Source: an optimization exercise on an open RTL-to-GDS flow (aim: small area and a short achievable clock period). Production flows keep margins and buffers that such runs may drop. Where RTL was checked, it was by simulation tests only, not by an equivalence proof against the original. No functional check of the RTL was part of runs 2 and 3.

===== constraint.sdc =====
create_clock -name core_clock -period 10.5 [get_ports {clk}]
set_input_delay 2.1000 -clock core_clock [delete_from_list [all_inputs] [get_ports {clk}]]
set_output_delay 2.1000 -clock core_clock [all_outputs]
set_load 0.01 [all_outputs]

===== standard.sh =====
#!/bin/bash
# synth_recipe.tcl (not shown) runs the flow's synth.tcl, then flattens the netlist and writes it again
# the make line also repeats each setting of config.mk as NAME=value (left out here)
make -C /OpenROAD-flow-scripts/flow DESIGN_CONFIG=/design/flow/config.mk WORK_HOME=/design/flow/orfs CLKGATE_MAP_FILE= SYNTH_SCRIPT=/design/flow/synth_recipe.tcl "${@:-finish}"

===== flow/run.sh =====
#!/bin/bash
# Standard layout, with timing repair aimed at a tighter period than the
# constraint (setup margin), so that repair keeps improving the paths that
# set the achieved period. The SDC and the clock period are unchanged.
set -euo pipefail
bash standard.sh SETUP_SLACK_MARGIN=7.0 finish > standard_flow.log 2>&1

===== config.mk =====
export PLATFORM = sky130hd
export DESIGN_NAME = cordic_rotator
export DESIGN_NICKNAME = cordic_rotator
export VERILOG_FILES = /design/flow/design.v
export SDC_FILE = /design/flow/constraint.sdc
export NUM_CORES = 4
export LEC_CHECK = 0
export ABC_AREA = 1
export CAP_MARGIN = 20
export CORE_MARGIN = 2
export CORE_UTILIZATION = 40
export CTS_CLUSTER_DIAMETER = 100
export CTS_CLUSTER_SIZE = 25
export SLEW_MARGIN = 20

===== design.v =====
package cordic_pkg;
    localparam logic [127:0] CTRL_B0 = 128'h003fffc0000000010000000007fff800;
    localparam logic [127:0] CTRL_B1 = 128'h0000003ffffffffefffffffff8000000;
    localparam logic [127:0] CTRL_B2 = 128'hfffffffffff80000ffffe00000000000;
    localparam logic [127:0] CTRL_B3 = 128'h1ff01fff80ff80fffe03fe03fff01ff0;
    localparam logic [127:0] CTRL_B4 = 128'h1fc01fc000f800fe0003e003f8001800;
    localparam logic [127:0] CTRL_B5 = 128'he1f0e1c78f1b870e1e3c6e1c38f1e0f0;
    localparam logic [127:0] CTRL_B6 = 128'h66f3265993259b32664c966ccb366133;
    localparam logic [127:0] CTRL_B7 = 128'haa556a8ab54ea9572ad53aa55d52ab55;
    localparam logic [127:0] CTRL_B8 = 128'h0f03c3e0e0e43c3c838390f0f0783e0f;
    localparam logic [127:0] CTRL_B9 = 128'h0073fffc6000031ff180000c7fff9c00;
    localparam logic [127:0] CTRL_B10 = 128'haaa96976aaaaaab7daaaaaaadd2d2aaa;
    localparam logic [127:0] CTRL_B11 = 128'hc6f0f0f86c6b1b0fe1b1ac6c3e1e1ec6;
    localparam logic [127:0] CTRL_B12 = 128'h01000000101404000040501000000101;
    function automatic logic [12:0] ctrl_word(input logic [6:0] r);
        ctrl_word = {CTRL_B12[r], CTRL_B11[r], CTRL_B10[r], CTRL_B9[r], CTRL_B8[r], CTRL_B7[r], CTRL_B6[r], CTRL_B5[r], CTRL_B4[r], CTRL_B3[r], CTRL_B2[r], CTRL_B1[r], CTRL_B0[r]};
    endfunction
endpackage
`timescale 1ns/1ps
module cordic_rotator (
    input  logic                    clk,
    input  logic                    rst_n,
    input  logic                    in_valid,
    input  logic [9-1:0] in_x,
    input  logic [9-1:0] in_y,
    input  logic [9-1:0] in_angle,
    output logic                    out_valid,
    output logic [32-1:0]    out_x,
    output logic [32-1:0]    out_y
);
    localparam logic [10:0] PIPE = 11'b11111111111;
    function automatic logic [15-1:0] bk_add15( 
        input logic [15-1:0] a, 
        input logic [15-1:0] b, 
        input logic         ci 
    ); 
        logic [15-1:0] p, g; 
        p = a ^ b; 
        g = a & b; 
        g[0] = g[0] | (p[0] & ci); 
        for (int d = 1; d < 15; d = d * 2) 
            for (int i = 2 * d - 1; i < 15; i += 2 * d) 
            begin 
                g[i] = g[i] | (p[i] & g[i - d]); 
                p[i] = p[i] & p[i - d]; 
            end 
        for (int d = 16; d >= 1; d = d / 2) 
            for (int i = 3 * d - 1; i < 15; i += 2 * d) 
            begin 
                g[i] = g[i] | (p[i] & g[i - d]); 
                p[i] = p[i] & p[i - d]; 
            end 
        bk_add15 = (a ^ b) ^ {g[15-2:0], ci}; 
    endfunction
    function automatic logic [19-1:0] bk_add19( 
        input logic [19-1:0] a, 
        input logic [19-1:0] b, 
        input logic         ci 
    ); 
        logic [19-1:0] p, g; 
        p = a ^ b; 
        g = a & b; 
        g[0] = g[0] | (p[0] & ci); 
        for (int d = 1; d < 19; d = d * 2) 
            for (int i = 2 * d - 1; i < 19; i += 2 * d) 
            begin 
                g[i] = g[i] | (p[i] & g[i - d]); 
                p[i] = p[i] & p[i - d]; 
            end 
        for (int d = 16; d >= 1; d = d / 2) 
            for (int i = 3 * d - 1; i < 19; i += 2 * d) 
            begin 
                g[i] = g[i] | (p[i] & g[i - d]); 
                p[i] = p[i] & p[i - d]; 
            end 
        bk_add19 = (a ^ b) ^ {g[19-2:0], ci}; 
    endfunction
    function automatic logic [23-1:0] bk_add23( 
        input logic [23-1:0] a, 
        input logic [23-1:0] b, 
        input logic         ci 
    ); 
        logic [23-1:0] p, g; 
        p = a ^ b; 
        g = a & b; 
        g[0] = g[0] | (p[0] & ci); 
        for (int d = 1; d < 23; d = d * 2) 
            for (int i = 2 * d - 1; i < 23; i += 2 * d) 
            begin 
                g[i] = g[i] | (p[i] & g[i - d]); 
                p[i] = p[i] & p[i - d]; 
            end 
        for (int d = 16; d >= 1; d = d / 2) 
            for (int i = 3 * d - 1; i < 23; i += 2 * d) 
            begin 
                g[i] = g[i] | (p[i] & g[i - d]); 
                p[i] = p[i] & p[i - d]; 
            end 
        bk_add23 = (a ^ b) ^ {g[23-2:0], ci}; 
    endfunction
    function automatic logic [22:0] add_fast(
        input logic [22:0] a,
        input logic [22:0] b,
        input logic        ci
    );
        logic [23:0] s;
        s        = {a, 1'b1} + {b, ci};
        add_fast = s[23:1];
    endfunction
    function automatic logic [22:0] add_ci(
        input logic [22:0] a,
        input logic [22:0] b,
        input logic        ci
    );
        add_ci = bk_add23(a, b, ci);
    endfunction
    function automatic logic signed [22:0] addsub(
        input logic signed [22:0] a,
        input logic signed [22:0] b,
        input logic               sub
    );
        addsub = add_ci(a, b ^ {23{sub}}, sub);
    endfunction
    logic signed [8:0] ain;
    logic [3:0]        qs;
    assign ain   = in_angle;
    assign qs[0] = ain < -135 || ain >= 135;
    assign qs[1] = ain >= -135 && ain < -45;
    assign qs[2] = ain >= -45 && ain < 45;
    assign qs[3] = ain >= 45 && ain < 135;
    logic              v0;
    logic signed [8:0] x0, y0, a0;
    logic [7:0]        q0;
    cordic_pipe #(.W(35), .EN(PIPE[0])) p0 (.clk(clk),
        .d({in_x, in_y, in_angle, ~qs, qs}), .q({x0, y0, a0, q0}));
    cordic_valid #(.EN(PIPE[0])) pv0 (.clk(clk), .rst_n(rst_n), .d(in_valid), .q(v0));
    logic signed [9:0] xe, ye, xn, yn, xq, yq;
    logic [3:0]        qy;
    assign xe = x0;
    assign ye = y0;
    assign xn = -xe;
    assign yn = -ye;
    assign qy = ~q0[7:4];
    assign xq = ({10{q0[0]}} & xn) | ({10{q0[1]}} & yn) | ({10{q0[2]}} & xe) | ({10{q0[3]}} & ye);
    assign yq = ({10{qy[0]}} & yn) | ({10{qy[1]}} & xe) | ({10{qy[2]}} & ye) | ({10{qy[3]}} & xn);
    logic xneg, yneg;
    assign xneg = (a0 <= -90) || (a0 > 90);
    assign yneg = (a0 <= 0);
    logic signed [8:0] res;
    assign res = a0 + (({9{q0[0]}} & (a0[8] ? 9'sd180 : -9'sd180))
                     | ({9{q0[1]}} & 9'sd90) | ({9{q0[3]}} & -9'sd90));
    logic [12:0] cw;
    assign cw = cordic_pkg::ctrl_word(res[6:0]);
    logic [2:0] band;
    assign band = {cw[1:0] == 2'd2, cw[1:0] == 2'd1, cw[1:0] == 2'd0};
    logic signed [9:0] x1, y1;
    logic [9:0]        t1;
    logic [11:0]       c1;
    logic              v1;
    cordic_pipe #(.W(20 + 10 + 12), .EN(PIPE[1])) p1 (.clk(clk),
        .d({xq, yq,
            !cw[2] || band[0], cw[2] || band[0],
            !cw[2] && !band[0], cw[2] && !band[0], ~band, band,
            yneg, xneg, cw[12:3]}),
        .q({x1, y1, t1, c1}));
    cordic_valid #(.EN(PIPE[1])) pv1 (.clk(clk), .rst_n(rst_n), .d(v0), .q(v1));
    function automatic logic signed [14:0] triple(
        input logic signed [9:0] p,
        input logic signed [9:0] q,
        input logic [2:0]        band,
        input logic              sub,
        input logic              tdinv
    );
        logic signed [14:0] pe, qe, ta, tb, tc, td, s1, c1;
        pe = p;
        qe = q;
        ta = (pe <<< 4) | {14'd0, !band[0]};
        tb = band[2] ? (pe <<< 2) : (pe <<< 3);
        tc = ((pe & {15{band[0]}}) | ((qe <<< 3) & {15{band[1]}})
              | ((qe <<< 4) & {15{band[2]}})) ^ {15{sub}};
        td = (qe & {15{!band[0]}}) ^ {15{tdinv}};
        s1 = ta ^ tb ^ tc;
        c1 = {((ta & tb) | (ta & tc) | (tb & tc)), 1'b0};
        triple = (s1 ^ c1 ^ td) + {((s1 & c1) | (s1 & td) | (c1 & td)), 1'b0};
    endfunction
    logic signed [14:0] u2, w2;
    logic [11:0]        c2;
    logic               v2;
    cordic_pipe #(.W(30 + 12), .EN(PIPE[2])) p2 (.clk(clk),
        .d({triple(x1, y1, t1[2:0], t1[6], !t1[8]), triple(y1, x1, ~t1[5:3], t1[7], !t1[9]), c1}),
        .q({u2, w2, c2}));
    cordic_valid #(.EN(PIPE[2])) pv2 (.clk(clk), .rst_n(rst_n), .d(v1), .q(v2));
    function automatic logic signed [18:0] times25(input logic signed [14:0] u);
        logic signed [18:0] e, a, b;
        e = u;
        a = e <<< 4;
        b = e <<< 3;
        times25 = bk_add19(a ^ b ^ e, {((a & b) | (a & e) | (b & e)), 1'b0}, 1'b0);
    endfunction
    function automatic logic [1:0] trim_fix(input logic [5:0] u);
        logic [127:0] tab;
        tab = 128'h6b271612aa96554577666211aa695914;
        trim_fix = tab[2 * u +: 2];
    endfunction
    logic signed [18:0] u3, w3;
    logic [1:0]         fu3, fw3;
    logic [11:0]        c3;
    logic               v3;
    cordic_pipe #(.W(38 + 4 + 12), .EN(PIPE[3])) p3 (.clk(clk),
        .d({times25(u2), times25(w2), trim_fix(u2[5:0]), trim_fix(w2[5:0]), c2}),
        .q({u3, w3, fu3, fw3, c3}));
    cordic_valid #(.EN(PIPE[3])) pv3 (.clk(clk), .rst_n(rst_n), .d(v2), .q(v3));
    function automatic logic signed [22:0] gain_trim(
        input logic signed [18:0] t,
        input logic [1:0]         fix
    );
        logic signed [22:0] lo;
        lo = t >>> 6;
        gain_trim = add_ci({t, 2'b00, fix}, lo, 1'b0);
    endfunction
    logic signed [22:0] u4, w4;
    logic [5:0]         s4;
    logic [9:0]         c4;
    logic               v4;
    cordic_pipe #(.W(46 + 6 + 10), .EN(PIPE[4])) p4 (.clk(clk),
        .d({gain_trim(u3, fu3), gain_trim(w3, fw3),
            c3[0], !(c3[0] && !c3[1]), !(c3[0] && c3[1]),
            !c3[0], c3[0] && c3[1], c3[0] && !c3[1],
            c3[11:2]}),
        .q({u4, w4, s4, c4}));
    cordic_valid #(.EN(PIPE[4])) pv4 (.clk(clk), .rst_n(rst_n), .d(v3), .q(v4));
    function automatic logic signed [22:0] scaled(
        input logic signed [22:0] a,
        input logic signed [22:0] b,
        input logic [2:0]         sel
    );
        logic signed [22:0] bs, as, d;
        logic               ci;
        bs = b >>> 3;
        as = a >>> 7;
        d  = ({23{sel[0]}} & bs) | ({23{sel[1]}} & ~bs) | ({23{sel[2]}} & as);
        ci = sel[1] && (b[2:0] == 3'd0);
        scaled = add_ci(a, d, ci);
    endfunction
    logic signed [22:0] u5, w5;
    logic [9:0]         c5;
    logic               v5;
    cordic_pipe #(.W(46 + 10), .EN(PIPE[5])) p5 (.clk(clk),
        .d({scaled(u4, w4, s4[2:0]), scaled(w4, u4, ~s4[5:3]), c4}),
        .q({u5, w5, c5}));
    cordic_valid #(.EN(PIPE[5])) pv5 (.clk(clk), .rst_n(rst_n), .d(v4), .q(v5));
    logic signed [22:0] u5s, w5s;
    assign u5s = u5 >>> 7;
    assign w5s = w5 >>> 7;
    logic signed [22:0] u6, w6;
    logic [1:0]         s6;
    logic [8:0]         c6;
    logic               v6;
    cordic_pipe #(.W(46 + 2 + 9), .EN(PIPE[6])) p6 (.clk(clk),
        .d({add_ci(u5, ~u5s, 1'b1), add_ci(w5, w5s, 1'b0), !c5[0], c5[0], c5[9:1]}),
        .q({u6, w6, s6, c6}));
    cordic_valid #(.EN(PIPE[6])) pv6 (.clk(clk), .rst_n(rst_n), .d(v5), .q(v6));
    logic signed [22:0] u7, w7, u8, w8, u9, w9;
    logic [1:0]         s7, s8;
    logic [7:0]         c7;
    logic [6:0]         c8;
    logic               v7, v8, v9;
    cordic_pipe #(.W(46 + 2 + 8), .EN(PIPE[7])) p7 (.clk(clk),
        .d({addsub(u6, w6 >>> 5, s6[0]), addsub(w6, u6 >>> 5, s6[1]), !c6[0], c6[0], c6[8:1]}),
        .q({u7, w7, s7, c7}));
    cordic_valid #(.EN(PIPE[7])) pv7 (.clk(clk), .rst_n(rst_n), .d(v6), .q(v7));
    cordic_pipe #(.W(46 + 2 + 7), .EN(PIPE[8])) p8 (.clk(clk),
        .d({addsub(u7, w7 >>> 6, s7[0]), addsub(w7, u7 >>> 6, s7[1]), !c7[0], c7[0], c7[7:1]}),
        .q({u8, w8, s8, c8}));
    cordic_valid #(.EN(PIPE[8])) pv8 (.clk(clk), .rst_n(rst_n), .d(v7), .q(v8));
    function automatic logic [7:0] micro_sel(input logic [3:0] mag, input logic neg,
                                             input logic y);
        logic [3:0] s1;
        logic [1:0] s2;
        logic       n2;
        s1 = '0;
        s2 = '0;
        n2 = 1'b0;
        case (mag)
            4'd1: s1 = 4'b0001;
            4'd2: s1 = 4'b0010;
            4'd3: begin s1 = 4'b0010; s2 = 2'b01; end
            4'd4: s1 = 4'b0100;
            4'd5: begin s1 = 4'b0100; s2 = 2'b01; end
            4'd6: begin s1 = 4'b0100; s2 = 2'b10; end
            4'd7: begin s1 = 4'b1000; s2 = 2'b01; n2 = 1'b1; end
            4'd8: s1 = 4'b1000;
            default: ;
        endcase
        if (y)
            micro_sel = {!(n2 ^ neg), !neg, ~s2, ~s1};
        else
            micro_sel = {n2 ^ neg, neg, s2, s1};
    endfunction
    logic [7:0] mx9, my9;
    logic [1:0] c9;
    cordic_pipe #(.W(46 + 16 + 2), .EN(PIPE[9])) p9 (.clk(clk),
        .d({addsub(u8, w8 >>> 7, s8[0]), addsub(w8, u8 >>> 7, s8[1]),
            micro_sel(c8[4:1], c8[0], 1'b0), micro_sel(c8[4:1], c8[0], 1'b1), c8[6:5]}),
        .q({u9, w9, mx9, my9, c9}));
    cordic_valid #(.EN(PIPE[9])) pv9 (.clk(clk), .rst_n(rst_n), .d(v8), .q(v9));
    function automatic logic signed [22:0] micro(
        input logic signed [22:0] a,
        input logic signed [22:0] b,
        input logic [5:0]         sel,
        input logic [1:0]         inv
    );
        logic signed [22:0] q, p1, p2, s, c;
        q  = b >>> 10;
        p1 = ((q & {23{sel[0]}}) | ((q <<< 1) & {23{sel[1]}})
              | ((q <<< 2) & {23{sel[2]}}) | ((q <<< 3) & {23{sel[3]}})) ^ {23{inv[0]}};
        p2 = ((q & {23{sel[4]}}) | ((q <<< 1) & {23{sel[5]}})) ^ {23{inv[1]}};
        s = a ^ p1 ^ p2;
        c = {((a & p1) | (a & p2) | (p1 & p2)), inv[0]};
        micro = add_fast(s, c, inv[1]);
    endfunction
    logic signed [22:0] u10, w10;
    logic [1:0]         c10;
    logic               v10;
    cordic_pipe #(.W(46 + 2), .EN(PIPE[10])) p10 (.clk(clk),
        .d({micro(u9, w9, mx9[5:0], mx9[7:6]), micro(w9, u9, ~my9[5:0], my9[7:6]), c9}),
        .q({u10, w10, c10}));
    cordic_valid #(.EN(PIPE[10])) pv10 (.clk(clk), .rst_n(rst_n), .d(v9), .q(v10));
    function automatic logic signed [22:0] force_sign(
        input logic signed [22:0] a,
        input logic               neg
    );
        logic s;
        s = a[22] ^ neg;
        force_sign = add_ci(a ^ {23{s}}, 23'd0, s);
    endfunction
    logic signed [22:0] xo, yo;
    logic               xs, ys;
    logic               vo;
    always_ff @(posedge clk)
    begin
        xo <= force_sign(u10, c10[0]);
        yo <= force_sign(w10, c10[1]);
        xs <= c10[0] && (u10 != 23'd0);
        ys <= c10[1] && (w10 != 23'd0);
        vo <= rst_n && v10;
    end
    assign out_valid = vo;
    assign out_x     = {{5{xs}}, {5{xo[22]}}, xo[21:0]};
    assign out_y     = {{5{ys}}, {5{yo[22]}}, yo[21:0]};
endmodule
module cordic_pipe #(
    parameter int W  = 1,
    parameter bit EN = 1'b1
) (
    input  logic         clk,
    input  logic [W-1:0] d,
    output logic [W-1:0] q
);
    if (EN)
    begin : g_reg
        always_ff @(posedge clk)
        begin
            q <= d;
        end
    end
    else
    begin : g_wire
        assign q = d;
    end
endmodule
module cordic_valid #(
    parameter bit EN = 1'b1
) (
    input  logic clk,
    input  logic rst_n,
    input  logic d,
    output logic q
);
    if (EN)
    begin : g_reg
        always_ff @(posedge clk)
        begin
            q <= rst_n && d;
        end
    end
    else
    begin : g_wire
        assign q = d;
    end
endmodule

==> results.tsv, run 1 <==
metric	value	unit
status	timing/DRC/antenna clean	
clk_path_buf_depth	3	
slew_headroom	53.84	%
vias_per_cell	4.785	
synth_edf_count	0	
placed_area	43400	um2
setup.worst_path.end_class	flop	
ant_nets	0	
cts_buffers	34	
layout.nets	5729	
drive_gt1_share	4.186	%
gp_congestion	0.9052	
maxSlewViolCount	0	
worst_clock_skew	0.02649	ns
ys.flop_type	dfxtp_1	
post-route-drc-count	0	
htreeDepth	2	
r2r_setup_slack	7.11	ns
period_share	32.30	%
fp.coreArea	102000	um2
rr_worst_depth	12	
path_cells	clkinvlp_4, clkbuf_2, o221ai_1, xor2_1, fa_1, fa_1, ha_1, a21oi_1, o21ai_1, a21oi_2, o21ai_0, xor2_1	
dieArea	105700	um2
fin_area	44900	um2
fillers	10270	
syn_area_per_cell	8.300	um2
synth.area.mux_share	0.09710	%
synth_xor_area_share	9.664	%
required	11.00	ns
hold_violations	0	
hold_slack	0.3171	ns
max_freq	294.9	MHz
drv_cap	0	
crit_fanout	6	
ios	95	
seq_area_frac_synth	30.78	%
grt_use_total	17.69	%
synth_area	41230	um2
path_clk_slew	0.10	ns
drtIter0Drc	1564	
rows	117	
diodes	0	
synth_top_family_by_area	adder cells	
worstSetupPathType	reg2reg	
ys_seq_elements	634	
grt_max_degree	51	
cp_slowest_cell	fa_1	
areaGrowthSynthToFinish	8.897	%
syn_nets	5670	
postSynth.asyncResetShare	0	%
syn_inst	4968	
timing.final.crit_period	3.391	ns
arrival	3.90	ns
num_vias	30660	
cts_tree	built	
grt_pass1_vias	30280	
drtPass1Iterations	6	
setup.worst_path.start_class	flop	
grt_overflow	0	
cts_root_buffer	clkbuf_16	
clkSinkCount	634	
ys_warn_count	11	
synth_cell_types	51	
final_cell_mix	nand2_1 (990), inv_1 (886), dfxtp_1 (595)	
setup_violations	0	
die_w	325.1	um
synth_fa_ha_area_share	25.18	%
worstHoldPathCells	0	
port-buffer-count	94	
hold_class	reg2reg	
cpPeakStageDelay	0.46	ns
routedWlPerCell	14.57	um
die_h	325.1	um
grt_setup_unrepaired	yes	
hpwlAfterDp	76200	um
tns	0	ns
initial_core_util	40.41	%
routed_wl	93350	um
clk_latency	0.61	ns
grt_pass1_wl	153900	um
synth-simple-area-share	15.57	%
tightest_slew	0.6914	ns
synth_compound_area_share	9.067	%
grt_antenna_before_repair	0	
final_common_cell	nand2_1	
## routing by layer
layer / GRT usage [%] / vias up / share of wire (%)
met4: 5.968 / 0 / 3.2
met5: 0 / - / 0
met2: 31.21 / 579 / 48
met3: 1.921 / 134 / 3.8
li1: - / 15750 / -
met1: 22.39 / 14200 / 45
## final timing paths
check | from | endpoint
worst min-delay path | p4.q[1] | p5.q[1]
worst max register to register | p1.q[13] | p2.q[39]
worst max-delay path | p1.q[13] | p2.q[39]
worst min register to register | p4.q[1] | p5.q[1]
## registers in the layout, summed over array words and instances (netlist names), 6 cells and up, named ones only
name / count
p0.q: 35
p3.q: 54
p4.q: 62
p9.d: 6
p10.q: 48
p1.q: 42
p2.q: 42
p9.q: 64
p8.q: 51
p6.q: 57
yo: 23
p7.q: 56
p5.q: 56
xo: 23
## logic make-up after synthesis
family | Yosys count
compound gates | 617
xor+xnor | 455
fa+ha+maj | 672
buf+inv | 1020
flops | 634
mux | 4
simple gates | 1566
## cells in the mapped netlist, types with 10 or more instances
master,n,area share [%]
o211ai_1,37,0.67
dfxtp_1,634,31
inv_2,16,0.15
nor2_1,255,2.3
or2_2,12,0.18
clkinv_1,10,0.091
inv_1,893,8.1
o21ai_0,143,1.7
nand3_1,186,2.3
nand2_2,16,0.24
a211oi_1,15,0.27
nor4_1,14,0.21
xnor2_1,184,3.9
o221ai_1,25,0.53
xor2_1,271,5.8
nor3_1,35,0.42
nand2_1,993,9.0
o22ai_1,58,0.88
fa_1,263,13
clkbuf_1,41,0.37
nand4_1,36,0.55
o21bai_1,15,0.27
a21oi_1,208,2.5
a31oi_1,23,0.35
o21a_1,16,0.29
a221oi_1,25,0.53
buf_2,30,0.36
a21o_1,16,0.29
buf_4,21,0.38
ha_1,409,12
## cell type report
type	instances	area (um2)	area share, %
sequential	634	12760	28.42
tap	1368	1712	3.812
multi-input combinational	3314	24690	54.99
timing repair buffer	121	1084	2.413
clock buffer	38	929.6	2.070
clock inverter	12	207.7	0.4625
inverter	919	3497	7.788
timing repair inverter	3	20.02	0.04458
## critical path, delay by kind of cell, from the launching register on
family / cells / cell delay (ns)
xor+xnor: 2 / 0.37
fa+ha+maj: 3 / 1.27
compound gates: 5 / 0.91
flops: 1 / 0.36
buf+inv: 2 / 0.38
## timing repair
item	CTS	global route
hold buffers	0	0
endpoints found under the setup margin	133	82
buffers inserted	10	12
endpoints found under the hold margin	0	0
resized for setup	92	74
pin swaps	1	6
gates cloned	2	1
## per-stage QoR
stage	utilization (%)	worst slack, ns	instances
final	44.01	7.109	6409
after global placement	42.53	6.463	6334
after floorplan	-	7.143	4968
after CTS	43.73	7.006	6396
after global routing	44.01	6.896	6409
after detailed placement	42.53	6.398	6334
==> run 2, diff against run 1 <==
--- a/design.v
+++ b/design.v
@@ -28,91 +28,15 @@
     output logic [32-1:0]    out_x,
     output logic [32-1:0]    out_y
 );
-    localparam logic [10:0] PIPE = 11'b11111111111;
-    function automatic logic [15-1:0] bk_add15( 
-        input logic [15-1:0] a, 
-        input logic [15-1:0] b, 
-        input logic         ci 
-    ); 
-        logic [15-1:0] p, g; 
-        p = a ^ b; 
-        g = a & b; 
-        g[0] = g[0] | (p[0] & ci); 
-        for (int d = 1; d < 15; d = d * 2) 
-            for (int i = 2 * d - 1; i < 15; i += 2 * d) 
-            begin 
-                g[i] = g[i] | (p[i] & g[i - d]); 
-                p[i] = p[i] & p[i - d]; 
-            end 
-        for (int d = 16; d >= 1; d = d / 2) 
-            for (int i = 3 * d - 1; i < 15; i += 2 * d) 
-            begin 
-                g[i] = g[i] | (p[i] & g[i - d]); 
-                p[i] = p[i] & p[i - d]; 
-            end 
-        bk_add15 = (a ^ b) ^ {g[15-2:0], ci}; 
-    endfunction
-    function automatic logic [19-1:0] bk_add19( 
-        input logic [19-1:0] a, 
-        input logic [19-1:0] b, 
-        input logic         ci 
-    ); 
-        logic [19-1:0] p, g; 
-        p = a ^ b; 
-        g = a & b; 
-        g[0] = g[0] | (p[0] & ci); 
-        for (int d = 1; d < 19; d = d * 2) 
-            for (int i = 2 * d - 1; i < 19; i += 2 * d) 
-            begin 
-                g[i] = g[i] | (p[i] & g[i - d]); 
-                p[i] = p[i] & p[i - d]; 
-            end 
-        for (int d = 16; d >= 1; d = d / 2) 
-            for (int i = 3 * d - 1; i < 19; i += 2 * d) 
-            begin 
-                g[i] = g[i] | (p[i] & g[i - d]); 
-                p[i] = p[i] & p[i - d]; 
-            end 
-        bk_add19 = (a ^ b) ^ {g[19-2:0], ci}; 
-    endfunction
-    function automatic logic [23-1:0] bk_add23( 
-        input logic [23-1:0] a, 
-        input logic [23-1:0] b, 
-        input logic         ci 
-    ); 
-        logic [23-1:0] p, g; 
-        p = a ^ b; 
-        g = a & b; 
-        g[0] = g[0] | (p[0] & ci); 
-        for (int d = 1; d < 23; d = d * 2) 
-            for (int i = 2 * d - 1; i < 23; i += 2 * d) 
-            begin 
-                g[i] = g[i] | (p[i] & g[i - d]); 
-                p[i] = p[i] & p[i - d]; 
-            end 
-        for (int d = 16; d >= 1; d = d / 2) 
-            for (int i = 3 * d - 1; i < 23; i += 2 * d) 
-            begin 
-                g[i] = g[i] | (p[i] & g[i - d]); 
-                p[i] = p[i] & p[i - d]; 
-            end 
-        bk_add23 = (a ^ b) ^ {g[23-2:0], ci}; 
-    endfunction
-    function automatic logic [22:0] add_fast(
-        input logic [22:0] a,
-        input logic [22:0] b,
-        input logic        ci
-    );
-        logic [23:0] s;
-        s        = {a, 1'b1} + {b, ci};
-        add_fast = s[23:1];
-    endfunction
+    localparam logic [10:0] PIPE = 11'b11110111111;
     function automatic logic [22:0] add_ci(
         input logic [22:0] a,
         input logic [22:0] b,
         input logic        ci
     );
-        add_ci = bk_add23(a, b, ci);
+        logic [23:0] s;
+        s      = {a, 1'b1} + {b, ci};
+        add_ci = s[23:1];
     endfunction
     function automatic logic signed [22:0] addsub(
         input logic signed [22:0] a,
@@ -191,11 +115,9 @@
         .q({u2, w2, c2}));
     cordic_valid #(.EN(PIPE[2])) pv2 (.clk(clk), .rst_n(rst_n), .d(v1), .q(v2));
     function automatic logic signed [18:0] times25(input logic signed [14:0] u);
-        logic signed [18:0] e, a, b;
+        logic signed [18:0] e;
         e = u;
-        a = e <<< 4;
-        b = e <<< 3;
-        times25 = bk_add19(a ^ b ^ e, {((a & b) | (a & e) | (b & e)), 1'b0}, 1'b0);
+        times25 = (e <<< 4) + (e <<< 3) + e;
     endfunction
     function automatic logic [1:0] trim_fix(input logic [5:0] u);
         logic [127:0] tab;
@@ -243,32 +165,64 @@
         scaled = add_ci(a, d, ci);
     endfunction
     logic signed [22:0] u5, w5;
-    logic [9:0]         c5;
+    logic [1:0]         s5;
+    logic [8:0]         c5;
     logic               v5;
-    cordic_pipe #(.W(46 + 10), .EN(PIPE[5])) p5 (.clk(clk),
-        .d({scaled(u4, w4, s4[2:0]), scaled(w4, u4, ~s4[5:3]), c4}),
-        .q({u5, w5, c5}));
+    cordic_pipe #(.W(46 + 2 + 9), .EN(PIPE[5])) p5 (.clk(clk),
+        .d({scaled(u4, w4, s4[2:0]), scaled(w4, u4, ~s4[5:3]), !c4[0], c4[0], c4[9:1]}),
+        .q({u5, w5, s5, c5}));
     cordic_valid #(.EN(PIPE[5])) pv5 (.clk(clk), .rst_n(rst_n), .d(v4), .q(v5));
-    logic signed [22:0] u5s, w5s;
-    assign u5s = u5 >>> 7;
-    assign w5s = w5 >>> 7;
-    logic signed [22:0] u6, w6;
-    logic [1:0]         s6;
-    logic [8:0]         c6;
-    logic               v6;
-    cordic_pipe #(.W(46 + 2 + 9), .EN(PIPE[6])) p6 (.clk(clk),
-        .d({add_ci(u5, ~u5s, 1'b1), add_ci(w5, w5s, 1'b0), !c5[0], c5[0], c5[9:1]}),
-        .q({u6, w6, s6, c6}));
-    cordic_valid #(.EN(PIPE[6])) pv6 (.clk(clk), .rst_n(rst_n), .d(v5), .q(v6));
+    function automatic logic [22:0] add4(
+        input logic [22:0] a,
+        input logic [22:0] b,
+        input logic [22:0] c,
+        input logic [22:0] d,
+        input logic [2:0]  e
+    );
+        logic [22:0] s1, c1, s2, c2;
+        s1   = a ^ b ^ c;
+        c1   = {((a & b) | (a & c) | (b & c)), e[0]};
+        s2   = s1 ^ c1 ^ d;
+        c2   = {((s1 & c1) | (s1 & d) | (c1 & d)), e[1]};
+        add4 = add_ci(s2, c2, e[2]);
+    endfunction
+    function automatic logic signed [22:0] trim_step_x(
+        input logic signed [22:0] h,
+        input logic signed [22:0] g,
+        input logic               sub
+    );
+        logic signed [22:0] h7, g5, g12;
+        logic               ky;
+        h7 = h >>> 7;
+        g5 = g >>> 5;
+        g12 = g >>> 12;
+        ky = ({1'b0, g[4:0]} + {1'b0, g[11:7]}) >= 6'd32;
+        trim_step_x = add4(h, ~h7, g5 ^ {23{sub}}, g12 ^ {23{sub}},
+                           {sub && !ky, sub || ky, 1'b1});
+    endfunction
+    function automatic logic signed [22:0] trim_step_y(
+        input logic signed [22:0] g,
+        input logic signed [22:0] h,
+        input logic               sub
+    );
+        logic signed [22:0] g7, h5, h12;
+        logic               kx;
+        g7 = g >>> 7;
+        h5 = h >>> 5;
+        h12 = h >>> 12;
+        kx = h[4:0] >= h[11:7];
+        trim_step_y = add4(g, g7, h5 ^ {23{sub}}, ~h12 ^ {23{sub}},
+                           {1'b0, sub && !kx, sub || kx});
+    endfunction
     logic signed [22:0] u7, w7, u8, w8, u9, w9;
     logic [1:0]         s7, s8;
     logic [7:0]         c7;
     logic [6:0]         c8;
     logic               v7, v8, v9;
     cordic_pipe #(.W(46 + 2 + 8), .EN(PIPE[7])) p7 (.clk(clk),
-        .d({addsub(u6, w6 >>> 5, s6[0]), addsub(w6, u6 >>> 5, s6[1]), !c6[0], c6[0], c6[8:1]}),
+        .d({trim_step_x(u5, w5, s5[0]), trim_step_y(w5, u5, s5[1]), !c5[0], c5[0], c5[8:1]}),
         .q({u7, w7, s7, c7}));
-    cordic_valid #(.EN(PIPE[7])) pv7 (.clk(clk), .rst_n(rst_n), .d(v6), .q(v7));
+    cordic_valid #(.EN(PIPE[7])) pv7 (.clk(clk), .rst_n(rst_n), .d(v5), .q(v7));
     cordic_pipe #(.W(46 + 2 + 7), .EN(PIPE[8])) p8 (.clk(clk),
         .d({addsub(u7, w7 >>> 6, s7[0]), addsub(w7, u7 >>> 6, s7[1]), !c7[0], c7[0], c7[7:1]}),
         .q({u8, w8, s8, c8}));
@@ -317,7 +271,7 @@
         p2 = ((q & {23{sel[4]}}) | ((q <<< 1) & {23{sel[5]}})) ^ {23{inv[1]}};
         s = a ^ p1 ^ p2;
         c = {((a & p1) | (a & p2) | (p1 & p2)), inv[0]};
-        micro = add_fast(s, c, inv[1]);
+        micro = add_ci(s, c, inv[1]);
     endfunction
     logic signed [22:0] u10, w10;
     logic [1:0]         c10;
==> flow/run.sh (replaced) <==
#!/bin/bash
# Standard layout, with timing repair aimed at a tighter period than the
# constraint (setup margin), so that repair keeps improving the paths that
# set the achieved period. The SDC and the clock period are unchanged.
set -euo pipefail
bash standard.sh SETUP_SLACK_MARGIN=7.2 finish > standard_flow.log 2>&1
--- a/config.mk
+++ b/config.mk
@@ -9,6 +9,4 @@
 export CAP_MARGIN = 20
 export CORE_MARGIN = 2
 export CORE_UTILIZATION = 40
-export CTS_CLUSTER_DIAMETER = 100
-export CTS_CLUSTER_SIZE = 25
 export SLEW_MARGIN = 20
==> run 2 against run 1 <==
Compared with the run above:
- still clean on timing, DRC and antenna
- clock skew rose by 0.019 ns
- hold slack lost 0.013 ns
- register-to-register slack better by 0.05 ns
- die area is 6.0% higher
- setup slack gained 0.054 ns
- fmax rose by 1.6%
- area after synthesis up 6.0%
- sequential cell count decreased by 57
- highest routed layer unchanged
==> results.tsv, run 2 <==
metric	value	unit	change
status	timing/DRC/antenna clean		unchanged
ios	95		unchanged
grt_setup_unrepaired	yes		unchanged
syn_inst	5668		was 4968
drtPass1Iterations	6		unchanged
synth_area	43720	um2	was 41230 um2
crit_fanout	2		was 6
rows	121		was 117
arrival	3.89	ns	was 3.90 ns
ys.flop_type	dfxtp_1		unchanged
hold_path_end	p3.q[2]		was p5.q[1]
grtUsageMet3	3.146	%	was 1.921%
hold_class	reg2reg		unchanged
top_usage_layer	met2		unchanged
drv_cap	0		unchanged
tightest_slew	0.8326	ns	was 0.6914 ns
maxSlewViolCount	0		unchanged
grt_max_degree	48		was 51
postSynth.asyncResetShare	0	%	unchanged
largest_register_ffs	64		unchanged
setup_violations	0		unchanged
synth_fa_ha_area_share	20.25	%	was 25.18%
timing.final.crit_period	3.337	ns	was 3.391 ns
r2r-end	p7.q[28]		was p2.q[39]
routedWlPerCell	17.73	um	was 14.57 um
grt_antenna_before_repair	1		was 0
die_h	334.6	um	was 325.1 um
worstHoldPathCells	0		unchanged
fp.coreArea	108700	um2	was 102000 um2
initial_core_util	40.22	%	was 40.41%
htreeDepth	3		was 2
drtIter0Drc	2432		was 1564
grt_use_total	22.54	%	was 17.69%
synth_xor_area_share	12.64	%	was 9.664%
die_w	334.6	um	was 325.1 um
fillers	10740		was 10270
cts_hold_buffers	0		unchanged
synth_top_family_by_area	adder cells		unchanged
synth_top_cell_by_area	dfxtp_1		unchanged
clkSinkCount	577		was 634
required	11.05	ns	was 11.00 ns
grt_pass1_wl	202000	um	was 153900 um
tns	0	ns	unchanged
yosys.area.top_type_share	26.42	%	was 30.78%
gp_congestion	0.9456		was 0.9052
hpwlAfterDp	103800	um	was 76200 um
seq_area_frac_synth	26.42	%	was 30.78%
vias_per_cell	5.196		was 4.785
top_register	p9.q		unchanged
syn_area_per_cell	7.714	um2	was 8.300 um2
synth_compound_area_share	13.61	%	was 9.067%
ant_nets	0		unchanged
max_freq	299.7	MHz	was 294.9 MHz
layout.nets	6439		was 5729
drive_gt1_share	11.84	%	was 4.186%
hp-start	p2.q[2]		was p4.q[1]
finalWorstSetupSlack	7.163	ns	was 7.109 ns
synth_edf_count	0		unchanged
reg.largest.list	p9.q x64, p4.q x62, p5.q x57		was p9.q x64, p4.q x62, p6.q x57
setup.worst_path.start_class	flop		unchanged
final_cell_mix	nand2_1 (1073), inv_1 (736), dfxtp_1 (496)		was nand2_1 (990), inv_1 (886), dfxtp_1 (595)
setup.worst_path.end_class	flop		unchanged
worstSetupPathType	reg2reg		unchanged
cts_buffers	70		was 34
rr_worst_depth	22		was 12
areaGrowthSynthToFinish	16.00	%	was 8.897%
r2r_setup_slack	7.16	ns	was 7.11 ns
dieArea	112000	um2	was 105700 um2
cts_tree	built		unchanged
ys_warn_count	11		unchanged
dp_slack	6.206	ns	was 6.398 ns
clk_path_buf_depth	3		unchanged
grt_use_met1	27.77	%	was 22.39%
crit-reg2reg-launch	p5.q[34]		was p1.q[13]
final_common_cell	nand2_1		unchanged
worst_clock_skew	0.04569	ns	was 0.02649 ns
synth-simple-area-share	19.03	%	was 15.57%
grt_overflow	0		unchanged
path_clk_slew	0.06	ns	was 0.10 ns
synth_cell_types	60		was 51
num_vias	37890		was 30660
syn_nets	6282		was 5670
period_share	31.78	%	was 32.30%
synth.most_common_cell	nand2_1		unchanged
post-route-drc-count	0		unchanged
grt_pass1_vias	37160		was 30280
slew_headroom	44.30	%	was 53.84%
port-buffer-count	94		unchanged
synth_commonest_cells	nand2_1 (1099), inv_1 (762), dfxtp_1 (577)		was nand2_1 (993), inv_1 (893), dfxtp_1 (634)
ys_seq_elements	577		was 634
routed_wl	129300	um	was 93350 um
clk_latency	0.65	ns	was 0.61 ns
grt_use_met2	38.83	%	was 31.21%
synth.area.mux_share	0.09443	%	was 0.09710%
cts_root_buffer	clkbuf_16		unchanged
hold_violations	0		unchanged
synth.area.top_cells	dfxtp_1 (26%), ha_1 (11%), xor2_1 (9.7%), nand2_1 (9.4%), fa_1 (9.4%)		was dfxtp_1 (31%), fa_1 (13%), ha_1 (12%), nand2_1 (9.0%), inv_1 (8.1%)
-- run 2: area by class of cell --
type / instances / area (um2) / area share (%)
Inverter: 778 / 2980 / 5.876
Timing Repair Buffer: 187 / 1560 / 3.076
Antenna cell: 1 / 2.502 / 0.004934
Sequential cell: 577 / 11700 / 23.07
Clock inverter: 36 / 380.4 / 0.7499
Timing Repair inverter: 1 / 7.507 / 0.01480
Clock buffer: 88 / 1972 / 3.888
Multi-Input combinational cell: 4210 / 30350 / 59.83
Tap cell: 1414 / 1769 / 3.488
-- run 2: logic make-up after synthesis --
group | Yosys count
xor+xnor | 622
fa+ha+maj | 584
compound gates | 1028
buf+inv | 881
simple gates | 1972
mux | 4
flops | 577
-- run 2: worst max path at each step --
stage | startpoint | to | slack, ns | depth (start not counted)
final | p5.q[34] | p7.q[28] | 7.16 | 22
after CTS | p5.q[41] | p7.q[26] | 7.18 | 21
after global placement | p0.q[1] | p1.q[17] | 6.27 | 15
after detailed placement | p0.q[3] | p1.q[19] | 6.21 | 15
after floorplan | p1.q[12] | p2.q[38] | 7.20 | 13
after global routing | p5.q[34] | p7.q[26] | 6.96 | 22
-- run 2: repair_timing --
action	CTS	global route
endpoints found under the hold margin	0	0
pin swaps	24	75
setup buffers	40	43
setup endpoints to repair	176	95
resized for setup	443	282
gates cloned	2	1
-- run 2: layer usage --
layer  share of wire (%)  vias to the layer above  wire length (um)
met2                  48                     1048             62060
met5                   0                        -                 0
li1                    -                    18880                 -
met1                  42                    17670             54860
met4                 4.9                        0              6350
met3                 4.7                      290              6050
-- run 2: through the flow --
stage / hold slack (ns) / area (um2) / instances / utilization (%)
6_report: 0.3044 / 50720 / 7292 / 46.66
5_1_grt: 0.3129 / 50720 / 7291 / 46.66
4_1_cts: 0.3031 / 49190 / 7247 / 45.25
3_5_place_dp: 0.3121 / 45970 / 7081 / 42.29
3_3_place_gp: 0.3102 / 45970 / 7081 / 42.29
2_1_floorplan: 0.3096 / 43780 / 5668 / -
-- run 2: worst max-delay path, stage by stage, from the launching register on --
cell and delay [ns]:
dfxtp_2 0.34, inv_2 0.05, ha_4 0.26, inv_2 0.03, nand2_2 0.06, a21oi_2 0.06
o21bai_1 0.14, a21oi_1 0.09, o21bai_1 0.21, nor2_1 0.08, fa_1 0.43, inv_1 0.07
ha_2 0.20, inv_2 0.06, fa_2 0.39, inv_2 0.07, buf_4 0.09, buf_4 0.09
buf_4 0.10, buf_6 0.09, nand3_2 0.07, nand3_2 0.09, xor2_1 0.16
==> run 3, diff against run 2 <==
--- a/design.v
+++ b/design.v
@@ -28,7 +28,7 @@
     output logic [32-1:0]    out_x,
     output logic [32-1:0]    out_y
 );
-    localparam logic [10:0] PIPE = 11'b11110111111;
+    localparam logic [10:0] PIPE = 11'b11010111111;
     function automatic logic [22:0] add_ci(
         input logic [22:0] a,
         input logic [22:0] b,
@@ -214,19 +214,33 @@
         trim_step_y = add4(g, g7, h5 ^ {23{sub}}, ~h12 ^ {23{sub}},
                            {1'b0, sub && !kx, sub || kx});
     endfunction
-    logic signed [22:0] u7, w7, u8, w8, u9, w9;
-    logic [1:0]         s7, s8;
-    logic [7:0]         c7;
-    logic [6:0]         c8;
-    logic               v7, v8, v9;
-    cordic_pipe #(.W(46 + 2 + 8), .EN(PIPE[7])) p7 (.clk(clk),
-        .d({trim_step_x(u5, w5, s5[0]), trim_step_y(w5, u5, s5[1]), !c5[0], c5[0], c5[8:1]}),
+    logic signed [22:0] u7, w7, u9, w9;
+    logic [3:0]         s7;
+    logic [6:0]         c7;
+    logic               v7, v9;
+    cordic_pipe #(.W(46 + 4 + 7), .EN(PIPE[7])) p7 (.clk(clk),
+        .d({trim_step_x(u5, w5, s5[0]), trim_step_y(w5, u5, s5[1]),
+            !c5[1], c5[1], !c5[0], c5[0], c5[8:2]}),
         .q({u7, w7, s7, c7}));
     cordic_valid #(.EN(PIPE[7])) pv7 (.clk(clk), .rst_n(rst_n), .d(v5), .q(v7));
-    cordic_pipe #(.W(46 + 2 + 7), .EN(PIPE[8])) p8 (.clk(clk),
-        .d({addsub(u7, w7 >>> 6, s7[0]), addsub(w7, u7 >>> 6, s7[1]), !c7[0], c7[0], c7[7:1]}),
-        .q({u8, w8, s8, c8}));
-    cordic_valid #(.EN(PIPE[8])) pv8 (.clk(clk), .rst_n(rst_n), .d(v7), .q(v8));
+    function automatic logic signed [22:0] step67(
+        input logic signed [22:0] a,
+        input logic signed [22:0] b,
+        input logic               n6,
+        input logic               n7
+    );
+        logic signed [22:0] b6, b7, a13;
+        logic [6:0]         bl, al;
+        logic               k;
+        b6  = b >>> 6;
+        b7  = b >>> 7;
+        a13 = a >>> 13;
+        bl  = b[6:0];
+        al  = a[12:6];
+        k = n6 ? ({1'b0, bl} + {1'b0, al} >= 8'd128) : (bl >= al);
+        step67 = add4(a, b6 ^ {23{n6}}, b7 ^ {23{n7}}, a13 ^ {23{!n6 ^ n7}},
+                      {n7 && !k, n7 ? n6 : k, n7 || n6});
+    endfunction
     function automatic logic [7:0] micro_sel(input logic [3:0] mag, input logic neg,
                                              input logic y);
         logic [3:0] s1;
@@ -254,10 +268,10 @@
     logic [7:0] mx9, my9;
     logic [1:0] c9;
     cordic_pipe #(.W(46 + 16 + 2), .EN(PIPE[9])) p9 (.clk(clk),
-        .d({addsub(u8, w8 >>> 7, s8[0]), addsub(w8, u8 >>> 7, s8[1]),
-            micro_sel(c8[4:1], c8[0], 1'b0), micro_sel(c8[4:1], c8[0], 1'b1), c8[6:5]}),
+        .d({step67(u7, w7, s7[0], s7[2]), step67(w7, u7, s7[1], s7[3]),
+            micro_sel(c7[4:1], c7[0], 1'b0), micro_sel(c7[4:1], c7[0], 1'b1), c7[6:5]}),
         .q({u9, w9, mx9, my9, c9}));
-    cordic_valid #(.EN(PIPE[9])) pv9 (.clk(clk), .rst_n(rst_n), .d(v8), .q(v9));
+    cordic_valid #(.EN(PIPE[9])) pv9 (.clk(clk), .rst_n(rst_n), .d(v7), .q(v9));
     function automatic logic signed [22:0] micro(
         input logic signed [22:0] a,
         input logic signed [22:0] b,
==> run 3 against run 2 <==
Compared with the run above:
- utilization grew 1.3 points
- sequential share of layout area fell by 2.0 points
- critical path depth is 7 lower
- critical endpoint is now p7.q[33]
- global-route usage is 1.6 points lower
- register-to-register slack about the same
==> results.tsv, run 3 <==
metric	value	unit	change
cts_tree	built		unchanged
drive_gt1_share	15.18	%	was 11.84%
finalWorstSetupSlack	7.164	ns	was 7.163 ns
num_vias	36170		was 37890
routedWlPerCell	16.83	um	was 17.73 um
drtPass1Iterations	9		was 6
worstHoldPathCells	0		unchanged
synth_fa_ha_area_share	24.64	%	was 20.25%
synth_commonest_cells	nand2_1 (986), inv_1 (812), dfxtp_1 (522)		was nand2_1 (1099), inv_1 (762), dfxtp_1 (577)
dp_slack	6.444	ns	was 6.206 ns
hp-start	p1.q[1]		was p2.q[2]
synth_edf_count	0		unchanged
max_freq	299.7	MHz	about the same
timing.final.crit_period	3.336	ns	was 3.337 ns
tightest_slew	0.8578	ns	was 0.8326 ns
arrival	3.89	ns	about the same
syn_inst	5367		was 5668
status	timing/DRC/antenna clean		unchanged
fp.coreArea	105600	um2	was 108700 um2
r2r_setup_slack	7.16	ns	about the same
clkSinkCount	522		was 577
hold_violations	0		unchanged
postSynth.asyncResetShare	0	%	unchanged
top_usage_layer	met2		unchanged
hold_class	reg2reg		unchanged
grt_pass1_vias	35450		was 37160
setup_violations	0		unchanged
tns	0	ns	unchanged
ys_seq_elements	522		was 577
drv_cap	0		unchanged
seq_area_frac_synth	24.51	%	was 26.42%
grt_antenna_before_repair	1		unchanged
dieArea	109200	um2	was 112000 um2
slew_headroom	42.73	%	was 44.30%
hpwlAfterDp	92400	um	was 103800 um
reg.largest.list	p9.q x64, p4.q x62, p5.q x57		unchanged
crit-reg2reg-launch	p5.q[34]		unchanged
synth_top_cell_by_area	dfxtp_1		unchanged
final_cell_mix	nand2_1 (945), inv_1 (766), xor2_1 (439)		was nand2_1 (1073), inv_1 (736), dfxtp_1 (496)
worst_clock_skew	0.02853	ns	was 0.04569 ns
clk_latency	0.67	ns	was 0.65 ns
cts_buffers	57		was 70
setup.worst_path.start_class	flop		unchanged
grt_max_degree	45		was 48
synth_compound_area_share	12.91	%	was 13.61%
clk_path_buf_depth	3		unchanged
largest_register_ffs	64		unchanged
grt_use_met2	36.78	%	was 38.83%
synth-simple-area-share	16.84	%	was 19.03%
required	11.06	ns	was 11.05 ns
path_clk_slew	0.06	ns	about the same
top_register	p9.q		unchanged
syn_area_per_cell	7.945	um2	was 7.714 um2
vias_per_cell	5.170		was 5.196
synth.most_common_cell	nand2_1		unchanged
htreeDepth	2		was 3
setup.worst_path.end_class	flop		unchanged
gp_congestion	0.9379		was 0.9456
cts_root_buffer	clkbuf_16		unchanged
synth_top_family_by_area	adder cells		unchanged
initial_core_util	40.39	%	was 40.22%
final_common_cell	nand2_1		unchanged
rows	119		was 121
yosys.area.top_type_share	24.51	%	was 26.42%
crit_fanout	4		was 2
r2r-end	p7.q[33]		was p7.q[28]
ios	95		unchanged
synth_area	42640	um2	was 43720 um2
layout.nets	6251		was 6439
grtUsageMet3	2.407	%	was 3.146%
ys_warn_count	9		was 11
synth.area.top_cells	dfxtp_1 (25%), fa_1 (14%), ha_1 (11%), xor2_1 (9.6%), nand2_1 (8.7%)		was dfxtp_1 (26%), ha_1 (11%), xor2_1 (9.7%), nand2_1 (9.4%), fa_1 (9.4%)
synth.area.mux_share	0.09683	%	was 0.09443%
diodes	0		was 1
syn_nets	6059		was 6282
worstSetupPathType	reg2reg		unchanged
grt_setup_unrepaired	yes		unchanged
grt_use_total	20.98	%	was 22.54%
grt_use_met1	26.37	%	was 27.77%
port-buffer-count	94		unchanged
areaGrowthSynthToFinish	18.73	%	was 16.00%
die_h	330.5	um	was 334.6 um
synth_xor_area_share	12.54	%	was 12.64%
die_w	330.5	um	was 334.6 um
hold_path_end	p2.q[1]		was p3.q[2]
routed_wl	117700	um	was 129300 um
drtIter0Drc	2332		was 2432
post-route-drc-count	0		unchanged
rr_worst_depth	15		was 22
ant_nets	0		unchanged
synth_cell_types	60		unchanged
grt_overflow	0		unchanged
period_share	31.78	%	about the same
maxSlewViolCount	0		unchanged
fin_util	47.96	%	was 46.66%
grt_pass1_wl	185100	um	was 202000 um
ys.flop_type	dfxtp_1		unchanged
## run 3: final cells by class
class                      count  area (um2)
multi-input combinational   3915       30910
tap                         1391        1740
sequential                   522       10650
inverter                     825        3161
fill                       10250       54940
timing repair buffer         235        2115
timing repair inverter         3       22.52
clock inverter                31       439.2
clock buffer                  74        1590
## run 3: critical path, cell delays in order, from the launching register on
cell,delay (ns)
dfxtp_2,0.33
inv_2,0.05
ha_4,0.20
o21a_1,0.16
o21a_1,0.17
o21a_1,0.20
o21ai_2,0.20
nand3_2,0.11
fa_2,0.50
ha_4,0.18
fa_2,0.46
a21oi_4,0.19
inv_2,0.08
nand3_2,0.08
nand3_2,0.10
xnor2_2,0.24
## run 3: through the flow
stage / cell area (um2) / hold WS [ns] / cells
6_report: 50630 / 0.3247 / 6996
5_1_grt: 50630 / 0.3284 / 6996
4_1_cts: 48010 / 0.3257 / 6925
3_5_place_dp: 45030 / 0.3121 / 6757
3_3_place_gp: 45030 / 0.3113 / 6757
2_1_floorplan: 42820 / 0.3096 / 5367
## run 3: cells by family (layout without fill, tap and decap cells)
logic type,count (synthesis),after routing
simple gates,1725,1725
buf+inv,930,1168
compound gates,916,916
fa+ha+maj,662,662
xor+xnor,608,608
flops,522,522
mux,4,4
## run 3: layer usage
layer,vias up,routed length [um]
met5,-,0
met4,0,4463
met3,257,5646
met2,1028,57320
met1,17060,50320
li1,17820,-
## run 3: what timing repair did
item	in CTS	in global routing
cloned	3	6
pin swaps	26	129
resized for setup	466	498
hold buffers	0	0
endpoints found under the setup margin	205	137
setup buffers	60	65
## run 3: how the worst max path moves through the flow
stage	startpoint	endpoint	slack, ns	depth (start not counted)
2_1_floorplan	p7.q[10]	p9.q[33]	7.20	15
3_3_place_gp	p7.q[7]	p9.q[61]	6.43	13
3_5_place_dp	p7.q[7]	p9.q[61]	6.44	13
4_1_cts	p7.q[10]	p9.q[33]	7.12	16
5_1_grt	p5.q[34]	p7.q[33]	7.04	15
6_report	p5.q[34]	p7.q[33]	7.16	15

afterwards: timing with drivers on the ports:
No port has a modelled driver above. Below, the same layouts with a new extraction and two added sets of constraints.
Step 1, drivers: a clkbuf_16 drives clk and a buf_2 each remaining input, both assumed.
Step 2 adds t to the input delays and takes it off the output delays; t is the mean of the earliest and latest rising clock arrival at the registers after step 1. Input paths then give back, and output paths get back, about the clock's delay inside the block.
Slacks: ideal / step 1 / step 2; pairs: ideal / step 1.
run	t (ns)	slack for setup (ns)	worst setup path after step 2
run 1	0.665	7.109 / 7.062 / 7.053	input to register
run 2	0.700	7.163 / 7.163 / 7.022	input to register
run 3	0.725	7.164 / 7.129 / 6.828	input to register
After both steps setup and hold are still met in every run listed. The setup slack of run 3, which loses most, moves by -0.035 ns with the drivers and by -0.336 ns with both steps.
